Source: an optimization exercise on an open RTL-to-GDS flow (aim: small area). Production flows keep margins and buffers that such runs may drop. Function was checked by simulation only, so behaviour that the tests miss may differ from the original. The flow treats the clock pin as an ideal source, which a real chip does not have.

the baseline:
==> flow/design.v <==
package rob_pkg;
   localparam int ID_W   = 4;
   localparam int DATA_W = 64;
   localparam int RESP_W = 2;
   localparam int TAG_W  = 4;
   localparam int LEN_W  = 8;
   localparam logic [RESP_W-1:0] RESP_OKAY   = 2'b00;
   localparam logic [RESP_W-1:0] RESP_SLVERR = 2'b10;
   typedef struct packed {
      logic [ID_W-1:0]   id;
      logic [DATA_W-1:0] data;
      logic [RESP_W-1:0] resp;
      logic              last;
      logic [TAG_W-1:0]  tagid;
   } r_resp_t;
   typedef struct packed {
      logic             valid;
      logic [LEN_W-1:0] len;
      logic [TAG_W-1:0] tagid;
      logic [LEN_W-1:0] beat_cnt;
   } tag_entry_t;
endpackage
module fifo #(
   parameter int WIDTH = 8,
   parameter int DEPTH = 16
) (
   input  logic             clk,
   input  logic             rst_n,
   input  logic             wr_en,
   input  logic [WIDTH-1:0] din,
   input  logic             out_ready,
   output logic             out_valid,
   output logic [WIDTH-1:0] dout,
   output logic             full
);
   localparam int AW = $clog2(DEPTH);
   logic [DEPTH-1:0][WIDTH-1:0] r_mem;
   logic [AW-1:0]    r_wr_ptr;
   logic [DEPTH-1:0] r_rd_oh;
   logic [AW:0]      r_count;
   logic             r_out_valid;
   logic [WIDTH-1:0] r_out;
   logic             w_empty, w_pop, w_push;
   logic [WIDTH-1:0] w_head;
   assign full    = r_count[AW];
   assign w_empty = (r_count == '0);
   assign w_push  = wr_en && !full;
   assign w_pop   = !w_empty && (!r_out_valid || out_ready);
   always_comb begin
      w_head = r_out & {WIDTH{!w_pop}};
      for (int i = 0; i < DEPTH; i++)
         w_head = w_head | (r_mem[i] & {WIDTH{w_pop && r_rd_oh[i]}});
   end
   always_ff @(posedge clk or negedge rst_n) begin
      if (!rst_n) begin
         r_wr_ptr    <= '0;
         r_rd_oh     <= DEPTH'(1);
         r_count     <= '0;
         r_out_valid <= 1'b0;
      end else begin
         if (w_push) r_wr_ptr <= r_wr_ptr + 1'b1;
         if (w_pop)  r_rd_oh  <= {r_rd_oh[DEPTH-2:0], r_rd_oh[DEPTH-1]};
         if (w_push && !w_pop)      r_count <= r_count + 1'b1;
         else if (!w_push && w_pop) r_count <= r_count - 1'b1;
         if (w_pop)          r_out_valid <= 1'b1;
         else if (out_ready) r_out_valid <= 1'b0;
      end
   end
   always_ff @(posedge clk) begin
      for (int i = 0; i < DEPTH; i++) begin
         logic sel, we;
         sel = (r_wr_ptr == AW'(i)) && !full;
         we  = sel && wr_en;
         r_mem[i] <= (r_mem[i] & {WIDTH{!sel}}) | (din & {WIDTH{we}});
      end
      r_out <= w_head;
   end
   assign out_valid = r_out_valid;
   assign dout      = r_out;
endmodule
module incoming_response_buffer #(
   parameter int ID_WIDTH   = 4,
   parameter int DATA_WIDTH = 64,
   parameter int RESP_WIDTH = 2,
   parameter int TAG_WIDTH  = 4,
   parameter int LEN_WIDTH  = 8,
   parameter int FIFO_DEPTH = 16
) (
   input  logic                  clk,
   input  logic                  rst,
   input  logic                  alloc_valid,
   output logic                  alloc_ready,
   input  logic [ID_WIDTH-1:0]   alloc_id,
   input  logic [LEN_WIDTH-1:0]  alloc_len,
   input  logic [TAG_WIDTH-1:0]  alloc_tagid,
   input  logic                  in_valid,
   output logic                  in_ready,
   input  logic [ID_WIDTH-1:0]   in_id,
   input  logic [DATA_WIDTH-1:0] in_data,
   input  logic [RESP_WIDTH-1:0] in_resp,
   input  logic                  in_last,
   output logic                  out_valid,
   input  logic                  out_ready,
   output logic [ID_WIDTH-1:0]   out_id,
   output logic [DATA_WIDTH-1:0] out_data,
   output logic [RESP_WIDTH-1:0] out_resp,
   output logic                  out_last,
   output logic [TAG_WIDTH-1:0]  out_tagid,
   input  logic                  err_clr,
   output logic                  err_unexp,
   output logic                  err_len,
   output logic [ID_WIDTH:0]     alloc_count
);
   localparam int N_IDS     = 2**ID_WIDTH;
   localparam int PAYLOAD_W = ID_WIDTH + DATA_WIDTH + RESP_WIDTH + 1 + TAG_WIDTH;
   logic                 r_tv   [N_IDS];
   logic [LEN_WIDTH-1:0] r_trem [N_IDS];
   logic [TAG_WIDTH-1:0] r_ttag [N_IDS];
   logic [ID_WIDTH:0]    r_alloc_count;
   logic                 r_err_unexp;
   logic                 r_err_len;
   logic                 w_ent_valid;
   logic [LEN_WIDTH-1:0] w_ent_rem;
   logic [TAG_WIDTH-1:0] w_ent_tagid;
   rob_pkg::r_resp_t     w_push;
   logic                 w_in_fire, w_hit, w_unexp, w_at_len, w_free, w_len_err, w_alloc;
   logic                 w_fifo_full;
   logic [PAYLOAD_W-1:0] w_fifo_dout;
   rob_pkg::r_resp_t     w_out;
   assign alloc_ready = !r_tv[alloc_id];
   assign w_alloc     = alloc_valid && alloc_ready;
   assign in_ready    = !w_fifo_full;
   assign w_in_fire   = in_valid && in_ready;
   assign w_ent_valid = r_tv[in_id];
   assign w_ent_rem   = r_trem[in_id];
   assign w_ent_tagid = r_ttag[in_id];
   assign w_hit       = w_in_fire && w_ent_valid;
   assign w_unexp     = w_in_fire && !w_ent_valid;
   assign w_at_len    = (w_ent_rem == '0);
   assign w_free      = w_hit && (in_last || w_at_len);
   assign w_len_err   = w_hit && (in_last != w_at_len);
   always_comb begin
      w_push       = '0;
      w_push.id    = in_id;
      w_push.data  = in_data;
      w_push.resp  = (in_last != w_at_len) ? rob_pkg::RESP_SLVERR : in_resp;
      w_push.last  = in_last || w_at_len;
      w_push.tagid = w_ent_tagid;
   end
   always_ff @(posedge clk or negedge rst) begin
      if (!rst) begin
         for (int i = 0; i < N_IDS; i++) r_tv[i] <= 1'b0;
         r_alloc_count <= '0;
      end else begin
         if (w_free)  r_tv[in_id]    <= 1'b0;
         if (w_alloc) r_tv[alloc_id] <= 1'b1;
         if (w_alloc && !w_free)      r_alloc_count <= r_alloc_count + 1'b1;
         else if (!w_alloc && w_free) r_alloc_count <= r_alloc_count - 1'b1;
      end
   end
   logic [LEN_WIDTH-1:0] w_ent_dec;
   assign w_ent_dec = w_ent_rem - 1'b1;
   always_ff @(posedge clk) begin
      for (int i = 0; i < N_IDS; i++) begin
         logic ld, dc;
         ld = w_alloc && (alloc_id == ID_WIDTH'(i));
         dc = w_hit && !w_free && (in_id == ID_WIDTH'(i));
         r_trem[i] <= (r_trem[i] & {LEN_WIDTH{!(ld || dc)}})
                    | (alloc_len & {LEN_WIDTH{ld}})
                    | (w_ent_dec & {LEN_WIDTH{dc}});
      end
      for (int i = 0; i < N_IDS; i++) begin
         logic sel;
         sel = (alloc_id == ID_WIDTH'(i)) && !r_tv[i];
         r_ttag[i] <= (r_ttag[i] & {TAG_WIDTH{!sel}}) | (alloc_tagid & {TAG_WIDTH{sel && alloc_valid}});
      end
   end
   always_ff @(posedge clk or negedge rst) begin
      if (!rst) begin
         r_err_unexp <= 1'b0;
         r_err_len   <= 1'b0;
      end else begin
         r_err_unexp <= w_unexp   ? 1'b1 : (err_clr ? 1'b0 : r_err_unexp);
         r_err_len   <= w_len_err ? 1'b1 : (err_clr ? 1'b0 : r_err_len);
      end
   end
   fifo #(.WIDTH(PAYLOAD_W), .DEPTH(FIFO_DEPTH)) u_fifo (
      .clk       (clk),
      .rst_n     (rst),
      .wr_en     (w_hit),
      .din       (w_push),
      .out_ready (out_ready),
      .out_valid (out_valid),
      .dout      (w_fifo_dout),
      .full      (w_fifo_full)
   );
   assign w_out     = w_fifo_dout;
   assign out_id    = w_out.id;
   assign out_data  = w_out.data;
   assign out_resp  = w_out.resp;
   assign out_last  = w_out.last;
   assign out_tagid = w_out.tagid;
   assign err_unexp   = r_err_unexp;
   assign err_len     = r_err_len;
   assign alloc_count = r_alloc_count;
endmodule
export LEC_CHECK = 0
export CAP_MARGIN = 20
export CORE_MARGIN = 2
export CORE_UTILIZATION = 60
export CTS_CLUSTER_DIAMETER = 95
export CTS_CLUSTER_SIZE = 28
export SLEW_MARGIN = 20
create_clock -name core_clock -period 6.0 [get_ports {clk}]
standard.sh (not shown) runs the stock make flow with config.mk's settings and CLKGATE_MAP_FILE= SYNTH_SCRIPT=/design/flow/synth_recipe.tcl, a recipe that flattens the netlist after the stock synthesis.
==> flow/flow/run.sh <==
#!/bin/bash
# The standard layout (standard.sh: the standard flow's synthesis and ORFS flow, unchanged), with two
# settings passed to ORFS through its own variables:
#  - port buffers use the smallest buffer cell instead of the one buffer_ports picks;
#  - CTS clusters sinks as config.mk's CTS_CLUSTER_* do, without dummy balancing loads.
set -euo pipefail
export BUFFER_PORTS_ARGS="-buffer_cell sky130_fd_sc_hd__buf_1"
export CTS_ARGS="-sink_clustering_enable -repair_clock_nets -sink_clustering_size 28 -sink_clustering_max_diameter 95 -dont_use_dummy_load"
bash standard.sh > standard.log 2>&1
Inputs modified between the baseline and the candidate:
-- flow/design.v --
<<< the baseline, line 48
   assign w_pop   = !w_empty && (!r_out_valid || out_ready);
   always_comb begin
      w_head = r_out & {WIDTH{!w_pop}};
      for (int i = 0; i < DEPTH; i++)
         w_head = w_head | (r_mem[i] & {WIDTH{w_pop && r_rd_oh[i]}});
   end
   always_ff @(posedge clk or negedge rst_n) begin
>>> the candidate, line 48
   assign w_pop   = !w_empty && (!r_out_valid || out_ready);
   always_comb begin
      w_head = '0;
      for (int i = 0; i < DEPTH; i++)
         w_head = w_head | (r_mem[i] & {WIDTH{r_rd_oh[i]}});
   end
   always_ff @(posedge clk or negedge rst_n) begin
<<< the baseline, line 74
         r_mem[i] <= (r_mem[i] & {WIDTH{!sel}}) | (din & {WIDTH{we}});
      end
      r_out <= w_head;
   end
   assign out_valid = r_out_valid;
>>> the candidate, line 74
         r_mem[i] <= (r_mem[i] & {WIDTH{!sel}}) | (din & {WIDTH{we}});
      end
      if (w_pop)  r_out <= w_head;
   end
   assign out_valid = r_out_valid;
<<< the baseline, line 170
                    | (w_ent_dec & {LEN_WIDTH{dc}});
      end
      for (int i = 0; i < N_IDS; i++) begin
         logic sel;
         sel = (alloc_id == ID_WIDTH'(i)) && !r_tv[i];
         r_ttag[i] <= (r_ttag[i] & {TAG_WIDTH{!sel}}) | (alloc_tagid & {TAG_WIDTH{sel && alloc_valid}});
      end
   end
   always_ff @(posedge clk or negedge rst) begin
>>> the candidate, line 170
                    | (w_ent_dec & {LEN_WIDTH{dc}});
      end
      if (w_alloc) r_ttag[alloc_id] <= alloc_tagid;
   end
   always_ff @(posedge clk or negedge rst) begin
==> comparison <==
Against the baseline, sequential cell area in the candidate rose by a few percent. Cmp the candidate vs the baseline: met3 usage lower in the candidate. Per the comparison of the candidate with the baseline, signed area change from the synthesized netlist to the final layout rose 0.92 points, fraction of area in registers has increased, register-to-register slack shows a reduction of 350 ps. When the final numbers for the baseline and the candidate were put side by side, the global router's overall resource usage turned out to be greater in the baseline.

afterwards: timing with drivers on the ports:
The results above use ideal ports. As a check the final layouts listed here were re-extracted and re-timed, cells and wires unchanged. Step 1, drivers: a clkbuf_16 drives clk and a buf_2 each remaining input, both assumed. Step 2, shift: input delay + t, output delay - t, t = (earliest + latest rising clock arrival at the registers) / 2. This alone moves slack from input paths to output paths. a / b / c = no drivers / after step 1 / after step 2; a / b = the first two.
run | t (ns) | setup slack, ns | slew at the worst register clock pin (ns) | worst data-port slew with drivers (ns)
the baseline | 0.750 | 1.136 / 1.189 / 0.438 | 0.11 / 0.11 | 0.09
the candidate | 0.784 | 0.984 / 1.011 / 0.227 | 0.11 / 0.11 | 0.08
After both steps setup and hold are still met in every run listed. For the candidate, which loses most, drivers alone change the setup slack by +0.027 ns; drivers and shift together by -0.757 ns.
